What follows belongs to an exercise in optimizing a design on an open flow for small area; a production flow would make more cautious choices.
Where RTL was checked, it was by simulation tests only, not by an equivalence proof against the original.
Function not checked in run 2: the RTL went through the layout flow alone.
No activity file was given, so power comes from the tool's default toggle rates.

<file path="flow/flow/run.sh">
#!/bin/bash
set -euo pipefail
cd "$(dirname "$0")/.."
export BUFFER_PORTS_ARGS="-buffer_cell sky130_fd_sc_hd__buf_1"
export CTS_ARGS="-sink_clustering_enable -repair_clock_nets -buf_list sky130_fd_sc_hd__clkbuf_4 -dont_use_dummy_load"
bash standard.sh > standard.log 2>&1
</file>
<file path="flow/standard.sh">
#!/bin/bash
# synth_recipe.tcl (not shown) runs the flow's synth.tcl, then flattens the netlist and writes it again
# the make line also repeats each setting of config.mk as NAME=value (left out here)
make -C /OpenROAD-flow-scripts/flow DESIGN_CONFIG=/design/flow/config.mk WORK_HOME=/design/flow/orfs CLKGATE_MAP_FILE= SYNTH_SCRIPT=/design/flow/synth_recipe.tcl "${@:-finish}"
</file>
<file path="flow/config.mk">
export PLATFORM = sky130hd
export DESIGN_NAME = matrix_alu
export DESIGN_NICKNAME = matrix_alu
export VERILOG_FILES = /design/flow/design.v
export SDC_FILE = /design/flow/constraint.sdc
export NUM_CORES = 4
export LEC_CHECK = 0
export CAP_MARGIN = 20
export CORE_MARGIN = 2
export CORE_UTILIZATION = 40
export SLEW_MARGIN = 20
export SYNTH_HIERARCHICAL = 1
</file>
<file path="flow/constraint.sdc">
create_clock -name core_clock -period 8.0 [get_ports {clk}]
set_input_delay 1.6000 -clock core_clock [delete_from_list [all_inputs] [get_ports {clk}]]
set_output_delay 1.6000 -clock core_clock [all_outputs]
set_load 0.01 [all_outputs]
</file>
<file path="flow/design.v">
package matrix_pkg;
    localparam int ELEM_W = 4;                    
    localparam int RES_W  = 9;                    
    typedef logic signed [ELEM_W-1:0] elem_t;     
    typedef logic signed [RES_W-1:0]  res_t;      
    typedef struct packed {
        elem_t m11;                               
        elem_t m12;                               
        elem_t m21;                               
        elem_t m22;                               
    } mat_in_t;
    typedef struct packed {
        res_t m11;
        res_t m12;
        res_t m21;
        res_t m22;
    } mat_out_t;
    typedef enum logic [2:0] {
        OP_ADD       = 3'd0,                      
        OP_SUB       = 3'd1,                      
        OP_SCALE     = 3'd2,                      
        OP_MUL       = 3'd3,                      
        OP_TRANSPOSE = 3'd4,                      
        OP_ADJ       = 3'd5,                      
        OP_DET       = 3'd6                       
    } op_t;
    typedef struct packed {
        mat_out_t sum;                            
        mat_out_t diff;                           
        mat_out_t scaled;                         
    } ew_results_t;
    function automatic res_t widen(input elem_t e);
        res_t w;
        w = e;                                    
        widen = w;
    endfunction
    function automatic mat_out_t widen_mat(input mat_in_t m);
        mat_out_t w;
        w.m11 = widen(m.m11);
        w.m12 = widen(m.m12);
        w.m21 = widen(m.m21);
        w.m22 = widen(m.m22);
        widen_mat = w;
    endfunction
endpackage
`timescale 1ns/1ps
module csa_fa (
    input  logic a,
    input  logic b,
    input  logic c,
    output logic s,
    output logic co
);
    assign s  = a ^ b ^ c;
    assign co = (a & b) | (a & c) | (b & c);
endmodule
module csa_ha (
    input  logic a,
    input  logic b,
    output logic s,
    output logic co
);
    assign s  = a ^ b;
    assign co = a & b;
endmodule
module pp_nor (
    input  logic an,
    input  logic bn,
    output logic y
);
    assign y = ~(an | bn);
endmodule
module out_and (
    input  logic a,
    input  logic b,
    output logic y
);
    assign y = a & b;
endmodule
module sel4 (
    input  logic [3:0] s,
    input  logic [3:0] d,
    output logic       y
);
    assign y = |(s & d);
endmodule
module sel3_n (
    input  logic [2:0] s,
    input  logic [2:0] d,
    output logic       y
);
    assign y = ~|(s & d);
endmodule
module csa_xnor (
    input  logic a,
    input  logic b,
    output logic y
);
    assign y = ~(a ^ b);
endmodule
module csa_or (
    input  logic a,
    input  logic b,
    output logic y
);
    assign y = a | b;
endmodule
`timescale 1ns/1ps
module matrix_alu (
    input  logic        clk,
    input  logic        reset,
    input  logic        start,
    input  logic [2:0]  op,
    input  logic [15:0] a,
    input  logic [15:0] b,
    input  logic [3:0]  scalar,
    output logic [35:0] result,
    output logic [8:0]  det,
    output logic        singular,
    output logic        done
);
    logic [2:0]  opr;       
    logic [15:0] ar;        
    logic [15:0] brx;       
    always_ff @(posedge clk) begin
        if (reset) done <= 1'b0;
        else       done <= start;
    end
    logic sel_b, sel_s, sel_t, sel_d, sel_o;
    assign sel_s = (op == 3'd2);
    assign sel_t = (op == 3'd4);
    assign sel_d = (op == 3'd5);
    assign sel_b = ~(sel_s | sel_t | sel_d);        
    assign sel_o = ~(sel_t | sel_d);                
    logic [15:0] b_in_x;
    for (genvar k = 0; k < 4; k++) begin : g_bin
        sel4 u_11 (.s({sel_b, sel_s, sel_t, sel_d}),
                   .d({b[12 + k], scalar[k], a[12 + k], a[k]}), .y(b_in_x[12 + k]));
        sel3_n u_12 (.s({sel_o, sel_t, sel_d}),
                     .d({b[8 + k], a[4 + k], a[8 + k]}), .y(b_in_x[8 + k]));
        sel3_n u_21 (.s({sel_o, sel_t, sel_d}),
                     .d({b[4 + k], a[8 + k], a[4 + k]}), .y(b_in_x[4 + k]));
        sel4 u_22 (.s({sel_b, sel_s, sel_t, sel_d}),
                   .d({b[k], scalar[k], a[k], a[12 + k]}), .y(b_in_x[k]));
    end
    always_ff @(posedge clk) begin
        if (reset) begin
            opr       <= 3'd7;
            ar[15:8]  <= 8'd0;
        end else if (start) begin
            opr       <= (op == 3'd7) ? 3'd6 : op;
            ar[15:8]  <= a[15:8];
        end
    end
    always_ff @(posedge clk) begin
        if (start) begin
            ar[7:0] <= a[7:0];
            brx     <= b_in_x;
        end
    end
    logic [3:0] a11, a12, a21, a22, b11, b12, b21, b22;
    assign {a11, a12, a21, a22} = ar;
    assign {b11, b12, b21, b22} = {brx[15:12], ~brx[11:4], brx[3:0]};
    logic f01, f23, f3, en, cin_d, cin_o, kill;
    assign f01   = (opr[2:1] == 2'b00);
    assign f23   = (opr[2:1] == 2'b01);
    assign f3    = (opr == 3'd3);
    assign en    = ~opr[1];
    assign cin_d = (opr == 3'd1);
    assign cin_o = (opr[1:0] == 2'b01);
    logic [3:0] y11, y12, y21, y22;
    assign y11 = ({4{f23}} & b11) | {3'b000, f01};
    assign y22 = ({4{f23}} & b22) | {3'b000, f01};
    assign y12 = {4{f3}} & b12;
    assign y21 = {4{f3}} & b21;
    logic [3:0] v11, v12, v21, v22;
    assign v11 = {4{en}} & (b11 ^ {4{cin_d}});
    assign v12 = {4{en}} & (b12 ^ {4{cin_o}});
    assign v21 = {4{en}} & (b21 ^ {4{cin_o}});
    assign v22 = {4{en}} & (b22 ^ {4{cin_d}});
    logic [8:0] p11, p12, p21, p22;
    logic [7:0] dv;
    wire [3:0] a11_n = ~a11;
    wire [3:0] a12_n = ~a12;
    wire [3:0] a21_n = ~a21;
    wire [3:0] a22_n = ~a22;
    wire [3:0] y11_n = ~y11;
    wire [3:0] y12_n = ~y12;
    wire [3:0] y21_n = ~y21;
    wire [3:0] y22_n = ~y22;
    wire pp_a110_y110;
    pp_nor u_pp_a110_y110 (.an(a11_n[0]), .bn(y11_n[0]), .y(pp_a110_y110));
    wire pp_a110_y111;
    pp_nor u_pp_a110_y111 (.an(a11_n[0]), .bn(y11_n[1]), .y(pp_a110_y111));
    wire pp_a110_y112;
    pp_nor u_pp_a110_y112 (.an(a11_n[0]), .bn(y11_n[2]), .y(pp_a110_y112));
    wire pp_a111_y110;
    pp_nor u_pp_a111_y110 (.an(a11_n[1]), .bn(y11_n[0]), .y(pp_a111_y110));
    wire pp_a111_y111;
    pp_nor u_pp_a111_y111 (.an(a11_n[1]), .bn(y11_n[1]), .y(pp_a111_y111));
    wire pp_a111_y112;
    pp_nor u_pp_a111_y112 (.an(a11_n[1]), .bn(y11_n[2]), .y(pp_a111_y112));
    wire pp_a112_y110;
    pp_nor u_pp_a112_y110 (.an(a11_n[2]), .bn(y11_n[0]), .y(pp_a112_y110));
    wire pp_a112_y111;
    pp_nor u_pp_a112_y111 (.an(a11_n[2]), .bn(y11_n[1]), .y(pp_a112_y111));
    wire pp_a112_y112;
    pp_nor u_pp_a112_y112 (.an(a11_n[2]), .bn(y11_n[2]), .y(pp_a112_y112));
    wire pp_a113_y113;
    pp_nor u_pp_a113_y113 (.an(a11_n[3]), .bn(y11_n[3]), .y(pp_a113_y113));
    wire pp_a120_y211;
    pp_nor u_pp_a120_y211 (.an(a12_n[0]), .bn(y21_n[1]), .y(pp_a120_y211));
    wire pp_a120_y212;
    pp_nor u_pp_a120_y212 (.an(a12_n[0]), .bn(y21_n[2]), .y(pp_a120_y212));
    wire pp_a121_y211;
    pp_nor u_pp_a121_y211 (.an(a12_n[1]), .bn(y21_n[1]), .y(pp_a121_y211));
    wire pp_a121_y212;
    pp_nor u_pp_a121_y212 (.an(a12_n[1]), .bn(y21_n[2]), .y(pp_a121_y212));
    wire pp_a122_y211;
    pp_nor u_pp_a122_y211 (.an(a12_n[2]), .bn(y21_n[1]), .y(pp_a122_y211));
    wire pp_a122_y212;
    pp_nor u_pp_a122_y212 (.an(a12_n[2]), .bn(y21_n[2]), .y(pp_a122_y212));
    wire pp_a123_y213;
    pp_nor u_pp_a123_y213 (.an(a12_n[3]), .bn(y21_n[3]), .y(pp_a123_y213));
    wire p11_0, p11_1;
    csa_fa u_p11_0 (.a(pp_a110_y110), .b(((a12[0] & y21[0]) | v11[0])), .c(cin_d), .s(p11_0), .co(p11_1));
    wire p11_2, p11_3;
    csa_fa u_p11_2 (.a(pp_a110_y111), .b(pp_a111_y110), .c(pp_a120_y211), .s(p11_2), .co(p11_3));
    wire p11_4, p11_5;
    csa_fa u_p11_4 (.a(((a12[1] & y21[0]) | v11[1])), .b(p11_1), .c(p11_2), .s(p11_4), .co(p11_5));
    wire p11_6, p11_7;
    csa_fa u_p11_6 (.a(pp_a110_y112), .b(pp_a111_y111), .c(pp_a112_y110), .s(p11_6), .co(p11_7));
    wire p11_8, p11_9;
    csa_fa u_p11_8 (.a(pp_a120_y212), .b(pp_a121_y211), .c(((a12[2] & y21[0]) | v11[2])), .s(p11_8), .co(p11_9));
    wire p11_10, p11_11;
    csa_fa u_p11_10 (.a(p11_3), .b(p11_6), .c(p11_8), .s(p11_10), .co(p11_11));
    wire p11_12, p11_13;
    csa_ha u_p11_12 (.a(p11_5), .b(p11_10), .s(p11_12), .co(p11_13));
    wire p11_14, p11_15;
    csa_fa u_p11_14 (.a(~(a11[0] & y11[3])), .b(pp_a111_y112), .c(pp_a112_y111), .s(p11_14), .co(p11_15));
    wire p11_16, p11_17;
    csa_fa u_p11_16 (.a(~(a11[3] & y11[0])), .b(~(a12[0] & y21[3])), .c(pp_a121_y212), .s(p11_16), .co(p11_17));
    wire p11_18, p11_19;
    csa_fa u_p11_18 (.a(pp_a122_y211), .b(~((a12[3] & y21[0]) | v11[3])), .c(p11_7), .s(p11_18), .co(p11_19));
    wire p11_20, p11_21;
    csa_fa u_p11_20 (.a(p11_9), .b(p11_14), .c(p11_16), .s(p11_20), .co(p11_21));
    wire p11_22, p11_23;
    csa_fa u_p11_22 (.a(p11_11), .b(p11_18), .c(p11_20), .s(p11_22), .co(p11_23));
    wire p11_24, p11_25;
    csa_ha u_p11_24 (.a(p11_13), .b(p11_22), .s(p11_24), .co(p11_25));
    wire p11_26, p11_27;
    csa_fa u_p11_26 (.a(~(a11[1] & y11[3])), .b(pp_a112_y112), .c(~(a11[3] & y11[1])), .s(p11_26), .co(p11_27));
    wire p11_28, p11_29;
    csa_fa u_p11_28 (.a(~(a12[1] & y21[3])), .b(pp_a122_y212), .c(~(a12[3] & y21[1])), .s(p11_28), .co(p11_29));
    wire p11_30, p11_31;
    csa_fa u_p11_30 (.a(p11_15), .b(p11_17), .c(p11_26), .s(p11_30), .co(p11_31));
    wire p11_32, p11_33;
    csa_fa u_p11_32 (.a(p11_28), .b(p11_19), .c(p11_21), .s(p11_32), .co(p11_33));
    wire p11_34, p11_35;
    csa_fa u_p11_34 (.a(p11_30), .b(p11_32), .c(p11_23), .s(p11_34), .co(p11_35));
    wire p11_36, p11_37;
    csa_ha u_p11_36 (.a(p11_25), .b(p11_34), .s(p11_36), .co(p11_37));
    wire p11_38, p11_39;
    csa_xnor u_p11_38 (.a(~(a11[2] & y11[3])), .b(~(a11[3] & y11[2])), .y(p11_38));
    csa_or u_p11_39 (.a(~(a11[2] & y11[3])), .b(~(a11[3] & y11[2])), .y(p11_39));
    wire p11_40, p11_41;
    csa_fa u_p11_40 (.a(~(a12[2] & y21[3])), .b(~(a12[3] & y21[2])), .c(p11_38), .s(p11_40), .co(p11_41));
    wire p11_42, p11_43;
    csa_fa u_p11_42 (.a(p11_27), .b(p11_29), .c(p11_40), .s(p11_42), .co(p11_43));
    wire p11_44, p11_45;
    csa_fa u_p11_44 (.a(p11_31), .b(p11_42), .c(p11_33), .s(p11_44), .co(p11_45));
    wire p11_46, p11_47;
    csa_fa u_p11_46 (.a(p11_44), .b(p11_35), .c(p11_37), .s(p11_46), .co(p11_47));
    wire p11_48, p11_49;
    csa_fa u_p11_48 (.a(pp_a113_y113), .b(pp_a123_y213), .c(p11_39), .s(p11_48), .co(p11_49));
    wire p11_50, p11_51;
    csa_fa u_p11_50 (.a(p11_41), .b(p11_48), .c(p11_43), .s(p11_50), .co(p11_51));
    wire p11_52, p11_53;
    csa_fa u_p11_52 (.a(p11_50), .b(p11_45), .c(p11_47), .s(p11_52), .co(p11_53));
    wire p11_54, p11_55;
    csa_fa u_p11_54 (.a(p11_49), .b(p11_51), .c(p11_53), .s(p11_54), .co(p11_55));
    wire p11_56 = ~p11_55;
    wire pp_a110_y121;
    pp_nor u_pp_a110_y121 (.an(a11_n[0]), .bn(y12_n[1]), .y(pp_a110_y121));
    wire pp_a110_y122;
    pp_nor u_pp_a110_y122 (.an(a11_n[0]), .bn(y12_n[2]), .y(pp_a110_y122));
    wire pp_a111_y121;
    pp_nor u_pp_a111_y121 (.an(a11_n[1]), .bn(y12_n[1]), .y(pp_a111_y121));
    wire pp_a111_y122;
    pp_nor u_pp_a111_y122 (.an(a11_n[1]), .bn(y12_n[2]), .y(pp_a111_y122));
    wire pp_a112_y121;
    pp_nor u_pp_a112_y121 (.an(a11_n[2]), .bn(y12_n[1]), .y(pp_a112_y121));
    wire pp_a112_y122;
    pp_nor u_pp_a112_y122 (.an(a11_n[2]), .bn(y12_n[2]), .y(pp_a112_y122));
    wire pp_a113_y123;
    pp_nor u_pp_a113_y123 (.an(a11_n[3]), .bn(y12_n[3]), .y(pp_a113_y123));
    wire pp_a120_y220;
    pp_nor u_pp_a120_y220 (.an(a12_n[0]), .bn(y22_n[0]), .y(pp_a120_y220));
    wire pp_a120_y221;
    pp_nor u_pp_a120_y221 (.an(a12_n[0]), .bn(y22_n[1]), .y(pp_a120_y221));
    wire pp_a120_y222;
    pp_nor u_pp_a120_y222 (.an(a12_n[0]), .bn(y22_n[2]), .y(pp_a120_y222));
    wire pp_a121_y220;
    pp_nor u_pp_a121_y220 (.an(a12_n[1]), .bn(y22_n[0]), .y(pp_a121_y220));
    wire pp_a121_y221;
    pp_nor u_pp_a121_y221 (.an(a12_n[1]), .bn(y22_n[1]), .y(pp_a121_y221));
    wire pp_a121_y222;
    pp_nor u_pp_a121_y222 (.an(a12_n[1]), .bn(y22_n[2]), .y(pp_a121_y222));
    wire pp_a122_y220;
    pp_nor u_pp_a122_y220 (.an(a12_n[2]), .bn(y22_n[0]), .y(pp_a122_y220));
    wire pp_a122_y221;
    pp_nor u_pp_a122_y221 (.an(a12_n[2]), .bn(y22_n[1]), .y(pp_a122_y221));
    wire pp_a122_y222;
    pp_nor u_pp_a122_y222 (.an(a12_n[2]), .bn(y22_n[2]), .y(pp_a122_y222));
    wire pp_a123_y223;
    pp_nor u_pp_a123_y223 (.an(a12_n[3]), .bn(y22_n[3]), .y(pp_a123_y223));
    wire p12_57, p12_58;
    csa_fa u_p12_57 (.a(((a11[0] & y12[0]) | v12[0])), .b(pp_a120_y220), .c(cin_o), .s(p12_57), .co(p12_58));
    wire p12_59, p12_60;
    csa_fa u_p12_59 (.a(pp_a110_y121), .b(((a11[1] & y12[0]) | v12[1])), .c(pp_a120_y221), .s(p12_59), .co(p12_60));
    wire p12_61, p12_62;
    csa_fa u_p12_61 (.a(pp_a121_y220), .b(p12_58), .c(p12_59), .s(p12_61), .co(p12_62));
    wire p12_63, p12_64;
    csa_fa u_p12_63 (.a(pp_a110_y122), .b(pp_a111_y121), .c(((a11[2] & y12[0]) | v12[2])), .s(p12_63), .co(p12_64));
    wire p12_65, p12_66;
    csa_fa u_p12_65 (.a(pp_a120_y222), .b(pp_a121_y221), .c(pp_a122_y220), .s(p12_65), .co(p12_66));
    wire p12_67, p12_68;
    csa_fa u_p12_67 (.a(p12_60), .b(p12_63), .c(p12_65), .s(p12_67), .co(p12_68));
    wire p12_69, p12_70;
    csa_ha u_p12_69 (.a(p12_62), .b(p12_67), .s(p12_69), .co(p12_70));
    wire p12_71, p12_72;
    csa_fa u_p12_71 (.a(~(a11[0] & y12[3])), .b(pp_a111_y122), .c(pp_a112_y121), .s(p12_71), .co(p12_72));
    wire p12_73, p12_74;
    csa_fa u_p12_73 (.a(~((a11[3] & y12[0]) | v12[3])), .b(~(a12[0] & y22[3])), .c(pp_a121_y222), .s(p12_73), .co(p12_74));
    wire p12_75, p12_76;
    csa_fa u_p12_75 (.a(pp_a122_y221), .b(~(a12[3] & y22[0])), .c(p12_64), .s(p12_75), .co(p12_76));
    wire p12_77, p12_78;
    csa_fa u_p12_77 (.a(p12_66), .b(p12_71), .c(p12_73), .s(p12_77), .co(p12_78));
    wire p12_79, p12_80;
    csa_fa u_p12_79 (.a(p12_68), .b(p12_75), .c(p12_77), .s(p12_79), .co(p12_80));
    wire p12_81, p12_82;
    csa_ha u_p12_81 (.a(p12_70), .b(p12_79), .s(p12_81), .co(p12_82));
    wire p12_83, p12_84;
    csa_fa u_p12_83 (.a(~(a11[1] & y12[3])), .b(pp_a112_y122), .c(~(a11[3] & y12[1])), .s(p12_83), .co(p12_84));
    wire p12_85, p12_86;
    csa_fa u_p12_85 (.a(~(a12[1] & y22[3])), .b(pp_a122_y222), .c(~(a12[3] & y22[1])), .s(p12_85), .co(p12_86));
    wire p12_87, p12_88;
    csa_fa u_p12_87 (.a(p12_72), .b(p12_74), .c(p12_83), .s(p12_87), .co(p12_88));
    wire p12_89, p12_90;
    csa_fa u_p12_89 (.a(p12_85), .b(p12_76), .c(p12_78), .s(p12_89), .co(p12_90));
    wire p12_91, p12_92;
    csa_fa u_p12_91 (.a(p12_87), .b(p12_89), .c(p12_80), .s(p12_91), .co(p12_92));
    wire p12_93, p12_94;
    csa_ha u_p12_93 (.a(p12_82), .b(p12_91), .s(p12_93), .co(p12_94));
    wire p12_95, p12_96;
    csa_xnor u_p12_95 (.a(~(a11[2] & y12[3])), .b(~(a11[3] & y12[2])), .y(p12_95));
    csa_or u_p12_96 (.a(~(a11[2] & y12[3])), .b(~(a11[3] & y12[2])), .y(p12_96));
    wire p12_97, p12_98;
    csa_fa u_p12_97 (.a(~(a12[2] & y22[3])), .b(~(a12[3] & y22[2])), .c(p12_95), .s(p12_97), .co(p12_98));
    wire p12_99, p12_100;
    csa_fa u_p12_99 (.a(p12_84), .b(p12_86), .c(p12_97), .s(p12_99), .co(p12_100));
    wire p12_101, p12_102;
    csa_fa u_p12_101 (.a(p12_88), .b(p12_99), .c(p12_90), .s(p12_101), .co(p12_102));
    wire p12_103, p12_104;
    csa_fa u_p12_103 (.a(p12_101), .b(p12_92), .c(p12_94), .s(p12_103), .co(p12_104));
    wire p12_105, p12_106;
    csa_fa u_p12_105 (.a(pp_a113_y123), .b(pp_a123_y223), .c(p12_96), .s(p12_105), .co(p12_106));
    wire p12_107, p12_108;
    csa_fa u_p12_107 (.a(p12_98), .b(p12_105), .c(p12_100), .s(p12_107), .co(p12_108));
    wire p12_109, p12_110;
    csa_fa u_p12_109 (.a(p12_107), .b(p12_102), .c(p12_104), .s(p12_109), .co(p12_110));
    wire p12_111, p12_112;
    csa_fa u_p12_111 (.a(p12_106), .b(p12_108), .c(p12_110), .s(p12_111), .co(p12_112));
    wire p12_113 = ~p12_112;
    wire pp_a210_y110;
    pp_nor u_pp_a210_y110 (.an(a21_n[0]), .bn(y11_n[0]), .y(pp_a210_y110));
    wire pp_a210_y111;
    pp_nor u_pp_a210_y111 (.an(a21_n[0]), .bn(y11_n[1]), .y(pp_a210_y111));
    wire pp_a210_y112;
    pp_nor u_pp_a210_y112 (.an(a21_n[0]), .bn(y11_n[2]), .y(pp_a210_y112));
    wire pp_a211_y110;
    pp_nor u_pp_a211_y110 (.an(a21_n[1]), .bn(y11_n[0]), .y(pp_a211_y110));
    wire pp_a211_y111;
    pp_nor u_pp_a211_y111 (.an(a21_n[1]), .bn(y11_n[1]), .y(pp_a211_y111));
    wire pp_a211_y112;
    pp_nor u_pp_a211_y112 (.an(a21_n[1]), .bn(y11_n[2]), .y(pp_a211_y112));
    wire pp_a212_y110;
    pp_nor u_pp_a212_y110 (.an(a21_n[2]), .bn(y11_n[0]), .y(pp_a212_y110));
    wire pp_a212_y111;
    pp_nor u_pp_a212_y111 (.an(a21_n[2]), .bn(y11_n[1]), .y(pp_a212_y111));
    wire pp_a212_y112;
    pp_nor u_pp_a212_y112 (.an(a21_n[2]), .bn(y11_n[2]), .y(pp_a212_y112));
    wire pp_a213_y113;
    pp_nor u_pp_a213_y113 (.an(a21_n[3]), .bn(y11_n[3]), .y(pp_a213_y113));
    wire pp_a220_y211;
    pp_nor u_pp_a220_y211 (.an(a22_n[0]), .bn(y21_n[1]), .y(pp_a220_y211));
    wire pp_a220_y212;
    pp_nor u_pp_a220_y212 (.an(a22_n[0]), .bn(y21_n[2]), .y(pp_a220_y212));
    wire pp_a221_y211;
    pp_nor u_pp_a221_y211 (.an(a22_n[1]), .bn(y21_n[1]), .y(pp_a221_y211));
    wire pp_a221_y212;
    pp_nor u_pp_a221_y212 (.an(a22_n[1]), .bn(y21_n[2]), .y(pp_a221_y212));
    wire pp_a222_y211;
    pp_nor u_pp_a222_y211 (.an(a22_n[2]), .bn(y21_n[1]), .y(pp_a222_y211));
    wire pp_a222_y212;
    pp_nor u_pp_a222_y212 (.an(a22_n[2]), .bn(y21_n[2]), .y(pp_a222_y212));
    wire pp_a223_y213;
    pp_nor u_pp_a223_y213 (.an(a22_n[3]), .bn(y21_n[3]), .y(pp_a223_y213));
    wire p21_114, p21_115;
    csa_fa u_p21_114 (.a(pp_a210_y110), .b(((a22[0] & y21[0]) | v21[0])), .c(cin_o), .s(p21_114), .co(p21_115));
    wire p21_116, p21_117;
    csa_fa u_p21_116 (.a(pp_a210_y111), .b(pp_a211_y110), .c(pp_a220_y211), .s(p21_116), .co(p21_117));
    wire p21_118, p21_119;
    csa_fa u_p21_118 (.a(((a22[1] & y21[0]) | v21[1])), .b(p21_115), .c(p21_116), .s(p21_118), .co(p21_119));
    wire p21_120, p21_121;
    csa_fa u_p21_120 (.a(pp_a210_y112), .b(pp_a211_y111), .c(pp_a212_y110), .s(p21_120), .co(p21_121));
    wire p21_122, p21_123;
    csa_fa u_p21_122 (.a(pp_a220_y212), .b(pp_a221_y211), .c(((a22[2] & y21[0]) | v21[2])), .s(p21_122), .co(p21_123));
    wire p21_124, p21_125;
    csa_fa u_p21_124 (.a(p21_117), .b(p21_120), .c(p21_122), .s(p21_124), .co(p21_125));
    wire p21_126, p21_127;
    csa_ha u_p21_126 (.a(p21_119), .b(p21_124), .s(p21_126), .co(p21_127));
    wire p21_128, p21_129;
    csa_fa u_p21_128 (.a(~(a21[0] & y11[3])), .b(pp_a211_y112), .c(pp_a212_y111), .s(p21_128), .co(p21_129));
    wire p21_130, p21_131;
    csa_fa u_p21_130 (.a(~(a21[3] & y11[0])), .b(~(a22[0] & y21[3])), .c(pp_a221_y212), .s(p21_130), .co(p21_131));
    wire p21_132, p21_133;
    csa_fa u_p21_132 (.a(pp_a222_y211), .b(~((a22[3] & y21[0]) | v21[3])), .c(p21_121), .s(p21_132), .co(p21_133));
    wire p21_134, p21_135;
    csa_fa u_p21_134 (.a(p21_123), .b(p21_128), .c(p21_130), .s(p21_134), .co(p21_135));
    wire p21_136, p21_137;
    csa_fa u_p21_136 (.a(p21_125), .b(p21_132), .c(p21_134), .s(p21_136), .co(p21_137));
    wire p21_138, p21_139;
    csa_ha u_p21_138 (.a(p21_127), .b(p21_136), .s(p21_138), .co(p21_139));
    wire p21_140, p21_141;
    csa_fa u_p21_140 (.a(~(a21[1] & y11[3])), .b(pp_a212_y112), .c(~(a21[3] & y11[1])), .s(p21_140), .co(p21_141));
    wire p21_142, p21_143;
    csa_fa u_p21_142 (.a(~(a22[1] & y21[3])), .b(pp_a222_y212), .c(~(a22[3] & y21[1])), .s(p21_142), .co(p21_143));
    wire p21_144, p21_145;
    csa_fa u_p21_144 (.a(p21_129), .b(p21_131), .c(p21_140), .s(p21_144), .co(p21_145));
    wire p21_146, p21_147;
    csa_fa u_p21_146 (.a(p21_142), .b(p21_133), .c(p21_135), .s(p21_146), .co(p21_147));
    wire p21_148, p21_149;
    csa_fa u_p21_148 (.a(p21_144), .b(p21_146), .c(p21_137), .s(p21_148), .co(p21_149));
    wire p21_150, p21_151;
    csa_ha u_p21_150 (.a(p21_139), .b(p21_148), .s(p21_150), .co(p21_151));
    wire p21_152, p21_153;
    csa_xnor u_p21_152 (.a(~(a21[2] & y11[3])), .b(~(a21[3] & y11[2])), .y(p21_152));
    csa_or u_p21_153 (.a(~(a21[2] & y11[3])), .b(~(a21[3] & y11[2])), .y(p21_153));
    wire p21_154, p21_155;
    csa_fa u_p21_154 (.a(~(a22[2] & y21[3])), .b(~(a22[3] & y21[2])), .c(p21_152), .s(p21_154), .co(p21_155));
    wire p21_156, p21_157;
    csa_fa u_p21_156 (.a(p21_141), .b(p21_143), .c(p21_154), .s(p21_156), .co(p21_157));
    wire p21_158, p21_159;
    csa_fa u_p21_158 (.a(p21_145), .b(p21_156), .c(p21_147), .s(p21_158), .co(p21_159));
    wire p21_160, p21_161;
    csa_fa u_p21_160 (.a(p21_158), .b(p21_149), .c(p21_151), .s(p21_160), .co(p21_161));
    wire p21_162, p21_163;
    csa_fa u_p21_162 (.a(pp_a213_y113), .b(pp_a223_y213), .c(p21_153), .s(p21_162), .co(p21_163));
    wire p21_164, p21_165;
    csa_fa u_p21_164 (.a(p21_155), .b(p21_162), .c(p21_157), .s(p21_164), .co(p21_165));
    wire p21_166, p21_167;
    csa_fa u_p21_166 (.a(p21_164), .b(p21_159), .c(p21_161), .s(p21_166), .co(p21_167));
    wire p21_168, p21_169;
    csa_fa u_p21_168 (.a(p21_163), .b(p21_165), .c(p21_167), .s(p21_168), .co(p21_169));
    wire p21_170 = ~p21_169;
    wire pp_a210_y121;
    pp_nor u_pp_a210_y121 (.an(a21_n[0]), .bn(y12_n[1]), .y(pp_a210_y121));
    wire pp_a210_y122;
    pp_nor u_pp_a210_y122 (.an(a21_n[0]), .bn(y12_n[2]), .y(pp_a210_y122));
    wire pp_a211_y121;
    pp_nor u_pp_a211_y121 (.an(a21_n[1]), .bn(y12_n[1]), .y(pp_a211_y121));
    wire pp_a211_y122;
    pp_nor u_pp_a211_y122 (.an(a21_n[1]), .bn(y12_n[2]), .y(pp_a211_y122));
    wire pp_a212_y121;
    pp_nor u_pp_a212_y121 (.an(a21_n[2]), .bn(y12_n[1]), .y(pp_a212_y121));
    wire pp_a212_y122;
    pp_nor u_pp_a212_y122 (.an(a21_n[2]), .bn(y12_n[2]), .y(pp_a212_y122));
    wire pp_a213_y123;
    pp_nor u_pp_a213_y123 (.an(a21_n[3]), .bn(y12_n[3]), .y(pp_a213_y123));
    wire pp_a220_y220;
    pp_nor u_pp_a220_y220 (.an(a22_n[0]), .bn(y22_n[0]), .y(pp_a220_y220));
    wire pp_a220_y221;
    pp_nor u_pp_a220_y221 (.an(a22_n[0]), .bn(y22_n[1]), .y(pp_a220_y221));
    wire pp_a220_y222;
    pp_nor u_pp_a220_y222 (.an(a22_n[0]), .bn(y22_n[2]), .y(pp_a220_y222));
    wire pp_a221_y220;
    pp_nor u_pp_a221_y220 (.an(a22_n[1]), .bn(y22_n[0]), .y(pp_a221_y220));
    wire pp_a221_y221;
    pp_nor u_pp_a221_y221 (.an(a22_n[1]), .bn(y22_n[1]), .y(pp_a221_y221));
    wire pp_a221_y222;
    pp_nor u_pp_a221_y222 (.an(a22_n[1]), .bn(y22_n[2]), .y(pp_a221_y222));
    wire pp_a222_y220;
    pp_nor u_pp_a222_y220 (.an(a22_n[2]), .bn(y22_n[0]), .y(pp_a222_y220));
    wire pp_a222_y221;
    pp_nor u_pp_a222_y221 (.an(a22_n[2]), .bn(y22_n[1]), .y(pp_a222_y221));
    wire pp_a222_y222;
    pp_nor u_pp_a222_y222 (.an(a22_n[2]), .bn(y22_n[2]), .y(pp_a222_y222));
    wire pp_a223_y223;
    pp_nor u_pp_a223_y223 (.an(a22_n[3]), .bn(y22_n[3]), .y(pp_a223_y223));
    wire p22_171, p22_172;
    csa_fa u_p22_171 (.a(((a21[0] & y12[0]) | v22[0])), .b(pp_a220_y220), .c(cin_d), .s(p22_171), .co(p22_172));
    wire p22_173, p22_174;
    csa_fa u_p22_173 (.a(pp_a210_y121), .b(((a21[1] & y12[0]) | v22[1])), .c(pp_a220_y221), .s(p22_173), .co(p22_174));
    wire p22_175, p22_176;
    csa_fa u_p22_175 (.a(pp_a221_y220), .b(p22_172), .c(p22_173), .s(p22_175), .co(p22_176));
    wire p22_177, p22_178;
    csa_fa u_p22_177 (.a(pp_a210_y122), .b(pp_a211_y121), .c(((a21[2] & y12[0]) | v22[2])), .s(p22_177), .co(p22_178));
    wire p22_179, p22_180;
    csa_fa u_p22_179 (.a(pp_a220_y222), .b(pp_a221_y221), .c(pp_a222_y220), .s(p22_179), .co(p22_180));
    wire p22_181, p22_182;
    csa_fa u_p22_181 (.a(p22_174), .b(p22_177), .c(p22_179), .s(p22_181), .co(p22_182));
    wire p22_183, p22_184;
    csa_ha u_p22_183 (.a(p22_176), .b(p22_181), .s(p22_183), .co(p22_184));
    wire p22_185, p22_186;
    csa_fa u_p22_185 (.a(~(a21[0] & y12[3])), .b(pp_a211_y122), .c(pp_a212_y121), .s(p22_185), .co(p22_186));
    wire p22_187, p22_188;
    csa_fa u_p22_187 (.a(~((a21[3] & y12[0]) | v22[3])), .b(~(a22[0] & y22[3])), .c(pp_a221_y222), .s(p22_187), .co(p22_188));
    wire p22_189, p22_190;
    csa_fa u_p22_189 (.a(pp_a222_y221), .b(~(a22[3] & y22[0])), .c(p22_178), .s(p22_189), .co(p22_190));
    wire p22_191, p22_192;
    csa_fa u_p22_191 (.a(p22_180), .b(p22_185), .c(p22_187), .s(p22_191), .co(p22_192));
    wire p22_193, p22_194;
    csa_fa u_p22_193 (.a(p22_182), .b(p22_189), .c(p22_191), .s(p22_193), .co(p22_194));
    wire p22_195, p22_196;
    csa_ha u_p22_195 (.a(p22_184), .b(p22_193), .s(p22_195), .co(p22_196));
    wire p22_197, p22_198;
    csa_fa u_p22_197 (.a(~(a21[1] & y12[3])), .b(pp_a212_y122), .c(~(a21[3] & y12[1])), .s(p22_197), .co(p22_198));
    wire p22_199, p22_200;
    csa_fa u_p22_199 (.a(~(a22[1] & y22[3])), .b(pp_a222_y222), .c(~(a22[3] & y22[1])), .s(p22_199), .co(p22_200));
    wire p22_201, p22_202;
    csa_fa u_p22_201 (.a(p22_186), .b(p22_188), .c(p22_197), .s(p22_201), .co(p22_202));
    wire p22_203, p22_204;
    csa_fa u_p22_203 (.a(p22_199), .b(p22_190), .c(p22_192), .s(p22_203), .co(p22_204));
    wire p22_205, p22_206;
    csa_fa u_p22_205 (.a(p22_201), .b(p22_203), .c(p22_194), .s(p22_205), .co(p22_206));
    wire p22_207, p22_208;
    csa_ha u_p22_207 (.a(p22_196), .b(p22_205), .s(p22_207), .co(p22_208));
    wire p22_209, p22_210;
    csa_xnor u_p22_209 (.a(~(a21[2] & y12[3])), .b(~(a21[3] & y12[2])), .y(p22_209));
    csa_or u_p22_210 (.a(~(a21[2] & y12[3])), .b(~(a21[3] & y12[2])), .y(p22_210));
    wire p22_211, p22_212;
    csa_fa u_p22_211 (.a(~(a22[2] & y22[3])), .b(~(a22[3] & y22[2])), .c(p22_209), .s(p22_211), .co(p22_212));
    wire p22_213, p22_214;
    csa_fa u_p22_213 (.a(p22_198), .b(p22_200), .c(p22_211), .s(p22_213), .co(p22_214));
    wire p22_215, p22_216;
    csa_fa u_p22_215 (.a(p22_202), .b(p22_213), .c(p22_204), .s(p22_215), .co(p22_216));
    wire p22_217, p22_218;
    csa_fa u_p22_217 (.a(p22_215), .b(p22_206), .c(p22_208), .s(p22_217), .co(p22_218));
    wire p22_219, p22_220;
    csa_fa u_p22_219 (.a(pp_a213_y123), .b(pp_a223_y223), .c(p22_210), .s(p22_219), .co(p22_220));
    wire p22_221, p22_222;
    csa_fa u_p22_221 (.a(p22_212), .b(p22_219), .c(p22_214), .s(p22_221), .co(p22_222));
    wire p22_223, p22_224;
    csa_fa u_p22_223 (.a(p22_221), .b(p22_216), .c(p22_218), .s(p22_223), .co(p22_224));
    wire p22_225, p22_226;
    csa_fa u_p22_225 (.a(p22_220), .b(p22_222), .c(p22_224), .s(p22_225), .co(p22_226));
    wire p22_227 = ~p22_226;
    wire pp_a110_a220;
    pp_nor u_pp_a110_a220 (.an(a11_n[0]), .bn(a22_n[0]), .y(pp_a110_a220));
    wire pp_a110_a221;
    pp_nor u_pp_a110_a221 (.an(a11_n[0]), .bn(a22_n[1]), .y(pp_a110_a221));
    wire pp_a110_a222;
    pp_nor u_pp_a110_a222 (.an(a11_n[0]), .bn(a22_n[2]), .y(pp_a110_a222));
    wire pp_a111_a220;
    pp_nor u_pp_a111_a220 (.an(a11_n[1]), .bn(a22_n[0]), .y(pp_a111_a220));
    wire pp_a111_a221;
    pp_nor u_pp_a111_a221 (.an(a11_n[1]), .bn(a22_n[1]), .y(pp_a111_a221));
    wire pp_a111_a222;
    pp_nor u_pp_a111_a222 (.an(a11_n[1]), .bn(a22_n[2]), .y(pp_a111_a222));
    wire pp_a112_a220;
    pp_nor u_pp_a112_a220 (.an(a11_n[2]), .bn(a22_n[0]), .y(pp_a112_a220));
    wire pp_a112_a221;
    pp_nor u_pp_a112_a221 (.an(a11_n[2]), .bn(a22_n[1]), .y(pp_a112_a221));
    wire pp_a112_a222;
    pp_nor u_pp_a112_a222 (.an(a11_n[2]), .bn(a22_n[2]), .y(pp_a112_a222));
    wire pp_a113_a223;
    pp_nor u_pp_a113_a223 (.an(a11_n[3]), .bn(a22_n[3]), .y(pp_a113_a223));
    wire pp_a120_a213;
    pp_nor u_pp_a120_a213 (.an(a12_n[0]), .bn(a21_n[3]), .y(pp_a120_a213));
    wire pp_a121_a213;
    pp_nor u_pp_a121_a213 (.an(a12_n[1]), .bn(a21_n[3]), .y(pp_a121_a213));
    wire pp_a122_a213;
    pp_nor u_pp_a122_a213 (.an(a12_n[2]), .bn(a21_n[3]), .y(pp_a122_a213));
    wire pp_a123_a210;
    pp_nor u_pp_a123_a210 (.an(a12_n[3]), .bn(a21_n[0]), .y(pp_a123_a210));
    wire pp_a123_a211;
    pp_nor u_pp_a123_a211 (.an(a12_n[3]), .bn(a21_n[1]), .y(pp_a123_a211));
    wire pp_a123_a212;
    pp_nor u_pp_a123_a212 (.an(a12_n[3]), .bn(a21_n[2]), .y(pp_a123_a212));
    wire d_228, d_229;
    csa_xnor u_d_228 (.a(pp_a110_a220), .b(~(a12[0] & a21[0])), .y(d_228));
    csa_or u_d_229 (.a(pp_a110_a220), .b(~(a12[0] & a21[0])), .y(d_229));
    wire d_230, d_231;
    csa_xnor u_d_230 (.a(pp_a110_a221), .b(pp_a111_a220), .y(d_230));
    csa_or u_d_231 (.a(pp_a110_a221), .b(pp_a111_a220), .y(d_231));
    wire d_232, d_233;
    csa_fa u_d_232 (.a(~(a12[0] & a21[1])), .b(~(a12[1] & a21[0])), .c(d_229), .s(d_232), .co(d_233));
    wire d_234, d_235;
    csa_ha u_d_234 (.a(d_230), .b(d_232), .s(d_234), .co(d_235));
    wire d_236, d_237;
    csa_xnor u_d_236 (.a(pp_a110_a222), .b(pp_a111_a221), .y(d_236));
    csa_or u_d_237 (.a(pp_a110_a222), .b(pp_a111_a221), .y(d_237));
    wire d_238, d_239;
    csa_fa u_d_238 (.a(pp_a112_a220), .b(~(a12[0] & a21[2])), .c(~(a12[1] & a21[1])), .s(d_238), .co(d_239));
    wire d_240, d_241;
    csa_fa u_d_240 (.a(~(a12[2] & a21[0])), .b(d_231), .c(d_236), .s(d_240), .co(d_241));
    wire d_242, d_243;
    csa_fa u_d_242 (.a(d_238), .b(d_233), .c(d_240), .s(d_242), .co(d_243));
    wire d_244, d_245;
    csa_ha u_d_244 (.a(d_235), .b(d_242), .s(d_244), .co(d_245));
    wire d_246, d_247;
    csa_xnor u_d_246 (.a(~(a11[0] & a22[3])), .b(pp_a111_a222), .y(d_246));
    csa_or u_d_247 (.a(~(a11[0] & a22[3])), .b(pp_a111_a222), .y(d_247));
    wire d_248, d_249;
    csa_fa u_d_248 (.a(pp_a112_a221), .b(~(a11[3] & a22[0])), .c(pp_a120_a213), .s(d_248), .co(d_249));
    wire d_250, d_251;
    csa_fa u_d_250 (.a(~(a12[1] & a21[2])), .b(~(a12[2] & a21[1])), .c(pp_a123_a210), .s(d_250), .co(d_251));
    wire d_252, d_253;
    csa_fa u_d_252 (.a(d_237), .b(d_246), .c(d_239), .s(d_252), .co(d_253));
    wire d_254, d_255;
    csa_fa u_d_254 (.a(d_248), .b(d_250), .c(d_241), .s(d_254), .co(d_255));
    wire d_256, d_257;
    csa_fa u_d_256 (.a(d_252), .b(d_254), .c(d_243), .s(d_256), .co(d_257));
    wire d_258, d_259;
    csa_ha u_d_258 (.a(d_245), .b(d_256), .s(d_258), .co(d_259));
    wire d_260, d_261;
    csa_xnor u_d_260 (.a(~(a11[1] & a22[3])), .b(pp_a112_a222), .y(d_260));
    csa_or u_d_261 (.a(~(a11[1] & a22[3])), .b(pp_a112_a222), .y(d_261));
    wire d_262, d_263;
    csa_fa u_d_262 (.a(~(a11[3] & a22[1])), .b(pp_a121_a213), .c(~(a12[2] & a21[2])), .s(d_262), .co(d_263));
    wire d_264, d_265;
    csa_fa u_d_264 (.a(pp_a123_a211), .b(d_247), .c(d_260), .s(d_264), .co(d_265));
    wire d_266, d_267;
    csa_fa u_d_266 (.a(d_249), .b(d_251), .c(d_262), .s(d_266), .co(d_267));
    wire d_268, d_269;
    csa_fa u_d_268 (.a(d_264), .b(d_253), .c(d_266), .s(d_268), .co(d_269));
    wire d_270, d_271;
    csa_fa u_d_270 (.a(d_255), .b(d_268), .c(d_257), .s(d_270), .co(d_271));
    wire d_272, d_273;
    csa_ha u_d_272 (.a(d_259), .b(d_270), .s(d_272), .co(d_273));
    wire d_274, d_275;
    csa_fa u_d_274 (.a(~(a11[2] & a22[3])), .b(~(a11[3] & a22[2])), .c(pp_a122_a213), .s(d_274), .co(d_275));
    wire d_276, d_277;
    csa_fa u_d_276 (.a(pp_a123_a212), .b(d_261), .c(d_263), .s(d_276), .co(d_277));
    wire d_278, d_279;
    csa_fa u_d_278 (.a(d_274), .b(d_265), .c(d_267), .s(d_278), .co(d_279));
    wire d_280, d_281;
    csa_fa u_d_280 (.a(d_276), .b(d_278), .c(d_269), .s(d_280), .co(d_281));
    wire d_282, d_283;
    csa_fa u_d_282 (.a(d_280), .b(d_271), .c(d_273), .s(d_282), .co(d_283));
    wire d_284, d_285;
    csa_fa u_d_284 (.a(pp_a113_a223), .b(~(a12[3] & a21[3])), .c(d_275), .s(d_284), .co(d_285));
    wire d_286, d_287;
    csa_fa u_d_286 (.a(d_277), .b(d_284), .c(d_279), .s(d_286), .co(d_287));
    wire d_288, d_289;
    csa_fa u_d_288 (.a(d_286), .b(d_281), .c(d_283), .s(d_288), .co(d_289));
    wire d_290 = d_285 ^ d_287;
    wire d_291 = d_290 ^ d_289;
    assign p11 = {p11_56, p11_54, p11_52, p11_46, p11_36, p11_24, p11_12, p11_4, p11_0};
    assign p12 = {p12_113, p12_111, p12_109, p12_103, p12_93, p12_81, p12_69, p12_61, p12_57};
    assign p21 = {p21_170, p21_168, p21_166, p21_160, p21_150, p21_138, p21_126, p21_118, p21_114};
    assign p22 = {p22_227, p22_225, p22_223, p22_217, p22_207, p22_195, p22_183, p22_175, p22_171};
    assign dv = {d_291, d_288, d_282, d_272, d_258, d_244, d_234, d_228};
    logic zero_det;
    assign zero_det = (dv == 8'd0);
    assign kill     = (opr == 3'd5) & zero_det;
    logic        keep;
    logic [35:0] p_all;
    assign keep  = ~kill;
    assign p_all = {p11, p12, p21, p22};
    for (genvar i = 0; i < 36; i++) begin : g_res
        out_and u_and (.a(p_all[i]), .b(keep), .y(result[i]));
    end
    assign det      = {dv[7], dv};
    assign singular = zero_det & (opr != 3'd7);
endmodule
</file>
==> results of run 1 <==
[power by group]
| part | switching, mW | internal, mW |
|---|---|---|
| Sequential | 0.0258 | 0.217 |
| Clock | 0.0510 | 0.0293 |
| Combinational | 0.347 | 0.257 |
| Total | 0.424 | 0.503 |
[worst max-delay path by stage]
stage / end / startpoint / cells after the start / slack, ns
6_report: result[18] / ar[0]$_DFFE_PP_ / 16 / 0.69
3_3_place_gp: result[34] / ar[0]$_DFFE_PP_ / 16 / 1.13
2_1_floorplan: result[0] / ar[0]$_DFFE_PP_ / 14 / 1.52
5_1_grt: result[18] / ar[0]$_DFFE_PP_ / 16 / 0.36
4_1_cts: result[18] / ar[0]$_DFFE_PP_ / 16 / 0.68
3_5_place_dp: result[18] / ar[0]$_DFFE_PP_ / 16 / 1.07
[cell usage after synthesis (9+ instances only)]
cell type	count
a22oi_1	16
and2_1	39
buf_4	10
clkbuf_1	15
dfxtp_1	12
edfxtp_1	24
fa_1	118
ha_1	16
inv_1	36
mux2i_1	9
nand2_1	79
nand3_1	10
nor2_1	105
o22ai_1	10
or2_1	9
xnor2_1	19
[stage by stage]
step | utilization | hold WS, ns | worst slack [ns]
floorplan | - | 0.458 | 1.52
global placement | 0.441 | 0.580 | 1.13
detailed placement | 0.441 | 0.604 | 1.07
CTS | 0.444 | 0.618 | 0.678
global route | 0.444 | 0.664 | 0.359
finish | 0.444 | 0.638 | 0.694
[Yosys stat by module, one instance, submodules excluded]
| module | cells | copies in the design |
|---|---|---|
| sel4 | 3 | 8 |
| csa_ha | 1 | 16 |
| csa_xnor | 1 | 9 |
| pp_nor | 1 | 84 |
| matrix_alu | 268 | 1 |
| sel3_n | 1 | 8 |
| out_and | 1 | 36 |
| csa_or | 1 | 9 |
| csa_fa | 1 | 118 |
[kinds of logic after synthesis]
family                   count (synthesis)  synth area share
adder cells (fa/ha/maj)                134             0.457
flip-flops                              36             0.171
XOR/XNOR                                19            0.0297
buffers and inverters                   66            0.0518
multiplexers                             9            0.0161
AND/OR/NAND/NOR                        256             0.202
AO/OA/AOI/OAI                           52            0.0717
[worst max-delay path, cell delays in order, from the launching register on]
cell and delay, ns:
edfxtp_1 0.54, inv_1 0.36, nor2_1 0.13, or2_1 0.26
fa_1 0.40, fa_1 0.47, fa_1 0.41, fa_1 0.44
ha_1 0.20, fa_1 0.37, fa_1 0.40, xnor2_1 0.19
xnor2_1 0.13, or4_1 0.49, buf_4 0.24, and2_1 0.18
buf_1 0.13
[state kept, by name, summed over array words and instances (netlist names)]
signal,count
brx,16
ar,16
done,1
opr,3
[cell type report]
| type | instances | area [sq um] |
|---|---|---|
| fill | 1412 | 7660 |
| clock buffer | 5 | 37.5 |
| timing repair buffer | 97 | 399 |
| multi-input combinational | 470 | 4350 |
| tap | 180 | 225 |
| sequential | 36 | 961 |
| inverter | 36 | 135 |
[per-layer routing]
metal	vias up	global-route usage	wire (um)
li1	1987	-	-
met1	2215	0.299	6570
met2	178	0.390	7890
met3	23	0.0297	1010
met4	0	0.0517	335
met5	-	0	0
==> results by group, run 1 <==
Outcome
  – Status: no timing/DRC/antenna violations

Routing
  – DR vias: 4403
  – Detailed Routing Iterations Pass 1: 7
  – DRT antenna net count: 0
  – Via/cell ratio: 5.34
  – DRT iter0 DRCs: between 300 and 400
  – Drt wl/cell: ~19 um
  – Total Wirelength: ~16 mm
  – Drt drc: 0

GRT
  – Overall Global Routing Usage: 0.224
  – Overflow left after global routing: 0
  – Initial antenna violation count: 0
  – First-pass GRT wire length: 25.2 mm
  – Largest net degree at the start of global routing: 39
  – Vias in the first global route: ~4.7k

Setup path
  – Worst path arrival time: 5.71 ns
  – Worst reg-to-reg setup slack: 7.05 ns
  – CP Launch Type: flop
  – Worst Setup End Kind: output port
  – R2R Path Start: ar[10]$_SDFFE_PP0P_
  – Worst r2r path cells: 2
  – CP Max Fanout: 36
  – Reg-to-reg critical path endpoint: ar[10]$_SDFFE_PP0P_
  – Critical setup path kind: reg2out
  – Worst EP required: 6.40 ns

Clock tree
  – Clock sink total: 36
  – Worst skew pair latency: 0.32 ns
  – Root Buffer: clkbuf_4
  – Hold Buf Count CTS: 0
  – # H-tree levels: 2
  – Max clock buf depth: 2
  – Post-CTS setup buffer count: 0
  – Num CTS Buffers: 5
  – PostCTS Resize Cnt: 0
  – Reg clk slew, reported paths: roughly 0.10 ns
  – TritonCTS clock tree: yes

Logic synthesis
  – Most common flop cell mapped by yosys: edfxtp_1
  – Net Count, Synth: around 750
  – Post-Syn Instances: 572
  – Synth Cell Area: 5600 sq um
  – Area share of the largest cell type after synthesis: 0.422
  – EDFF count, synth: 24
  – Syn avg cell area: ~9.8 sq um
  – Synth area leader: fa_1
  – Post-synthesis async set-or-reset flop share: 0
  – Cell variety after synth: 37
  – Yosys warns: 7
  – Ranking of synthesized cells by area: fa_1 (42%), edfxtp_1 (13%), nor2_1 (7.0%)
  – Sequential cell area fraction in the yosys report: 0.171
  – Post-synthesis register bit count: 36

Timing
  – Worst Tran Pin Value: about 1.1 ns
  – Max_slew headroom: 0.295
  – Clock Skews: 0 ns
  – Fin Setup TNS: 0 ns
  – Final setup violation count: 0
  – Final Cycle Share: 0.913
  – F_max: around 0.14 GHz
  – RSZ-0062 raised after global routing: false
  – Final hold vios: 0
  – Slew Viols, Final: 0
  – Fin crit period: 7.31 ns

Floorplanning
  – Core Area: approximately 14000 sq um
  – Die height: about 120 um
  – Die area: around 15000 sq um
  – Effective utilization at floorplan: 0.407
  – Core Rows: 43
  – I/O pins: 89
  – Die Span X: approximately 120 um

Finish
  – Final Cell Area: a little over 6000 sq um
  – Final nets: roughly 800
  – Fin cells: between 800 and 900
  – Commonest cells after routing, fill and taps aside: fa_1 (118), nor2_1 (105), buf_1 (87), nand2_1 (79), and2_1 (39)
  – Diodes inserted: 0
  – Layout cells sized above 1: 0.0326
  – Layout area overhead: 9.04%
  – Commonest non-fill, non-tap cell in the layout: fa_1

Worst hold path
  – Hold Crit Start: ar[14]$_SDFFE_PP0P_
  – Hold path endpoint: ar[14]$_SDFFE_PP0P_
  – HP Class: reg2reg
  – Worst Hold Depth: 2

Placed design
  – Post-detail-place hpwl: between 10 and 15 mm
  – Post-Place Cells: 819
  – # port buffers: 88
  – Placed instance area: between 6000 and 7000 sq um
  – Placer Congestion: ~1

Power and ir drop
  – Leakage: ~2.3 nW
  – Maximum vdd ir drop: 0.0000947 V
  – Final Power: 0.927 mW
  – Pwr dens: between 150 and 200 nW/um^2

Job
  – # Max-Cap Violations: 0
==> inputs of run 2 (changes only) <==
--- a/flow/design.v
+++ b/flow/design.v
@@ -105,6 +105,13 @@
 );
     assign y = a | b;
 endmodule
+module keep_gen (
+    input  logic op5,
+    input  logic zero,
+    output logic keep
+);
+    assign keep = ~(op5 & zero);
+endmodule
 `timescale 1ns/1ps
 module matrix_alu (
     input  logic        clk,
@@ -665,12 +672,14 @@
     logic zero_det;
     assign zero_det = (dv == 8'd0);
     assign kill     = (opr == 3'd5) & zero_det;
-    logic        keep;
+    logic [3:0]  keep;
     logic [35:0] p_all;
-    assign keep  = ~kill;
+    for (genvar e = 0; e < 4; e++) begin : g_keep
+        keep_gen u_keep (.op5((opr == 3'd5)), .zero(zero_det), .keep(keep[e]));
+    end
     assign p_all = {p11, p12, p21, p22};
     for (genvar i = 0; i < 36; i++) begin : g_res
-        out_and u_and (.a(p_all[i]), .b(keep), .y(result[i]));
+        out_and u_and (.a(p_all[i]), .b(keep[i / 9]), .y(result[i]));
     end
     assign det      = {dv[7], dv};
     assign singular = zero_det & (opr != 3'd7);
==> flow/flow/run.sh (replaced) <==
#!/bin/bash
set -euo pipefail
cd "$(dirname "$0")/.."
export BUFFER_PORTS_ARGS="-buffer_cell sky130_fd_sc_hd__buf_1"
export CTS_ARGS="-sink_clustering_enable -repair_clock_nets -buf_list sky130_fd_sc_hd__clkbuf_4 -dont_use_dummy_load"
export GLOBAL_PLACEMENT_ARGS="-keep_resize_below_overflow 0"
bash standard.sh > standard.log 2>&1
==> run 2 against run 1 <==
Still clean. Synthesized area rose by 0.89%. Sequential share of layout area barely moved. Power rose by 1.8%. Clock power rose by 1%. Die area rose by 0.86%. Largest cell class unchanged. Highest routed layer unchanged.
==> results by group, run 2 <==
Logic synthesis
  – Post-synthesis xor/xnor area fraction: 0.0294 (-0.000263)
  – Most common flop cell mapped by yosys: edfxtp_1
  – Yosys warns: 7 (unchanged)
  – Multiplexer area fraction after synthesis: 0.0142 (-0.00191)
  – EDFF count, synth: 24 (unchanged)
  – Simple-gate portion of the synthesized area: 0.209 (+0.00662)
  – Ranking of synthesized cells by area: fa_1 (42%), edfxtp_1 (13%), nor2_1 (6.8%)
  – Cell with the most instances after synthesis: fa_1
  – Sequential cell area fraction in the yosys report: 0.170 (-0.00152)
  – Post-synthesis register bit count: 36 (unchanged)
  – Post-synthesis adder-cell area fraction: 0.453 (-0.00405)
  – Compound-cell area share of the yosys netlist: 0.0735 (+0.00180)
  – Largest family of logic cells by synthesized area: adder cells
  – Synth Cell Area: 5650 sq um (+0.89%)
  – Most frequent cells after synthesis: fa_1 (118), nor2_1 (103), nand2_1 (86)
  – Synth area leader: fa_1
  – Syn avg cell area: 9.82 sq um (+0.19%)
  – Cell variety after synth: 35 (-5.4%)
  – Post-synthesis async set-or-reset flop share: 0 (unchanged)
  – Post-Syn Instances: 576 (+0.70%)
  – Net Count, Synth: 752 (+0.53%)
  – Area share of the largest cell type after synthesis: 0.418 (-0.00373)

Routing
  – Total Wirelength: 15.6 mm (-1.5%)
  – Via/cell ratio: 5.35 (about the same)
  – DRT antenna net count: 0 (unchanged)
  – Drt drc: 0 (unchanged)
  – DR vias: 4389 (-0.32%)
  – Detailed Routing Iterations Pass 1: 7 (unchanged)
  – DRT iter0 DRCs: 316 (-10%)
  – Drt wl/cell: 19.0 um (-1.2%)

Floorplanning
  – Die area: 15100 sq um (+0.86%)
  – Effective utilization at floorplan: 0.409 (+0.00204)
  – Die height: 123 um (+0.43%)
  – Core Rows: 43 (unchanged)
  – I/O pins: 89 (unchanged)
  – Core Area: 13800 sq um (+0.39%)
  – Die Span X: 123 um (+0.43%)

Clock tree
  – Worst skew pair latency: 0.33 ns (about the same)
  – Reg clk slew, reported paths: 0.07 ns (-0.03 ns)
  – Clock sink total: 36 (unchanged)
  – Root Buffer: clkbuf_4
  – Num CTS Buffers: 5 (unchanged)
  – TritonCTS clock tree: yes
  – # H-tree levels: 2 (unchanged)
  – Max clock buf depth: 2 (unchanged)
  – Hold Buf Count CTS: 0 (unchanged)

Timing
  – Final hold vios: 0 (unchanged)
  – Fin Setup TNS: 0 ns (unchanged)
  – Clock Skews: 0 ns (unchanged)
  – Max_slew headroom: 0.351 (+0.0561)
  – RSZ-0062 raised after global routing: false
  – Worst Tran Pin Value: 0.970 ns (-0.0838 ns)
  – F_max: 0.135 GHz (-1.6%)
  – Fin crit period: 7.43 ns (+0.121 ns)
  – Final setup violation count: 0 (unchanged)
  – Final Cycle Share: 0.928 (+0.0152)
  – Slew Viols, Final: 0 (unchanged)

Finish
  – Final Util: 0.441 (-0.00218)
  – Final Cell Area: 6100 sq um (-0.10%)
  – Diodes inserted: 0 (unchanged)
  – Final nets: 819 (-0.36%)
  – Layout cells sized above 1: 0.0250 (-0.00765)
  – # fillers: 1372 (-2.8%)
  – Commonest cells after routing, fill and taps aside: fa_1 (118), nor2_1 (103), buf_1 (87), nand2_1 (86), and2_1 (39)
  – Biggest regs: ar x16, brx x16, opr x3
  – Commonest non-fill, non-tap cell in the layout: fa_1
  – Fin cells: 821 (-0.36%)
  – Layout area overhead: 7.97%

Job
  – # Max-Cap Violations: 0 (unchanged)

Outcome
  – Status: no timing/DRC/antenna violations

Power and ir drop
  – Leakage: 2.28 nW (-1.9%)
  – Maximum vdd ir drop: 0.000103 V (+9.2%)
  – Pwr dens: 155 nW/um^2 (+1.9%)
  – Final Power: 0.943 mW (+1.8%)

Setup path
  – CP Max Fanout: 32 (-11%)
  – Worst reg-to-reg setup slack: 6.91 ns (-0.14 ns)
  – Critical setup path kind: reg2out
  – CP Launch Type: flop
  – Worst EP required: 6.40 ns (about the same)
  – Worst Setup End Kind: output port
  – Worst path arrival time: 5.83 ns (+0.12 ns)

GRT
  – Vias in the first global route: 4523 (-2.9%)
  – Overflow left after global routing: 0 (unchanged)
  – Initial antenna violation count: 0 (unchanged)
  – First-pass GRT wire length: 24.6 mm (-2.4%)
  – Largest net degree at the start of global routing: 37 (-5.1%)
  – Overall Global Routing Usage: 0.218 (-0.00690)

Placed design
  – Placer Congestion: 0.976 (-3.3%)
  – Placed instance area: 6070 sq um (-0.12%)
  – Post-Place Cells: 816 (-0.37%)
  – # port buffers: 88 (unchanged)
  – Post-detail-place hpwl: 13.3 mm (+0.15%)

Worst hold path
  – HP Class: reg2reg
-- run 2: cell count changes after synthesis, sizes merged, moves of 3 or more --
cell and delta:
o22ai +4, nand2 +7, nor2b +5, inv -3, clkbuf -6, buf +5
o2bb2ai -3
-- run 2: where the power goes --
group | switching [mW] | internal, mW
sequential | 0.0339 | 0.217
clock | 0.0520 | 0.0294
combinational | 0.349 | 0.262
total | 0.435 | 0.508
-- run 2: cell families after synthesis --
kind of cell    count (synthesis)
fa+ha+maj                     134
buf+inv                        62
simple gates                  263
flops                          36
compound gates                 54
xor+xnor                       19
mux                             8
-- run 2: per-stage QoR --
stage	setup WS [ns]	hold WS [ns]
global placement	0.564	0.659
detailed placement	0.551	0.673
CTS	0.189	0.685
finish	0.573	0.678
floorplan	1.95	0.458
global route	0.292	0.711
-- run 2: per-layer routing --
| layer | up-vias | wire length (um) | track usage |
|---|---|---|---|
| met5 | - | 0 | 0 |
| met4 | 0 | 161 | 0.0467 |
| met3 | 12 | 1310 | 0.0337 |
| met2 | 199 | 7490 | 0.364 |
| met1 | 2184 | 6600 | 0.301 |
| li1 | 1994 | - | - |
-- run 2: path summary, 6_finish.rpt --
kind | startpoint | end | cells after the start
hold / removal | ar[14]$_SDFFE_PP0P_ | ar[14]$_SDFFE_PP0P_ | 2
setup / recovery | opr[1]$_SDFFE_PP1P_ | result[7] | 13
setup reg to reg | opr[0]$_SDFFE_PP1P_ | opr[0]$_SDFFE_PP1P_ | 2
hold reg to reg | ar[14]$_SDFFE_PP0P_ | ar[14]$_SDFFE_PP0P_ | 2
-- run 2: Yosys stat by module (local to each module, per instance), excerpt --
| module | cell area, sq um | flip-flops and latches | cells inside | copies in the design |
|---|---|---|---|---|
| sel3_n | 10.0 | 0 | 1 | 8 |
| csa_or | 6.26 | 0 | 1 | 9 |
| out_and | 6.26 | 0 | 1 | 36 |
| keep_gen | 3.75 | 0 | 1 | 4 |
| matrix_alu | 2170 | 36 | 268 | 1 |
| sel4 | 18.8 | 0 | 3 | 8 |
| pp_nor | 3.75 | 0 | 1 | 84 |
-- run 2: cell type report --
type | instances | area, sq um | share of cell area
multi-input cells | 478 | 4400 | 0.721
flip-flops and latches | 36 | 962 | 0.158
repair buffers | 89 | 352 | 0.0576
well taps | 180 | 225 | 0.0369
inverters | 33 | 124 | 0.0203
clock buffers | 5 | 37.5 | 0.00615
-- run 2: worst max-delay path, cell delays in order (launching register included) --
cell and delay, ns:
dfxtp_2 0.70, nor2b_2 0.58, and2_0 0.51, nand2_1 0.17, fa_1 0.49, fa_1 0.40
fa_1 0.52, fa_1 0.42, ha_1 0.20, fa_1 0.37, fa_1 0.38, fa_1 0.49
and2_1 0.12, buf_1 0.15
-- run 2: timing repair --
item | 4_1_cts | 5_1_grt
setup endpoints to repair | 0 | 4
buffers inserted | 0 | 0
resized for setup | 0 | 1

## re-timing with driven ports
How much do the figures lean on ideal ports? The routed layouts below were timed once more, with nothing changed but the port constraints. Step 1: set_driving_cell puts a clkbuf_16 on clk and a buf_2 on each other input, an assumption about the parent block. Step 2 adds t to the input delays and takes it off the output delays; t is the mean of the earliest and latest rising clock arrival at the registers after step 1. Input paths then give back, and output paths get back, about the clock's delay inside the block. Slacks: no drivers / after step 1 / after step 2; pairs: no drivers / after step 1.
run | shift t [ns] | setup WS [ns] | worst setup path after step 2
run 1 | 0.338 | 0.694 / 0.674 / 1.012 | register to output
run 2 | 0.342 | 0.573 / 0.551 / 0.892 | register to output
After both steps every run listed still meets setup and hold.
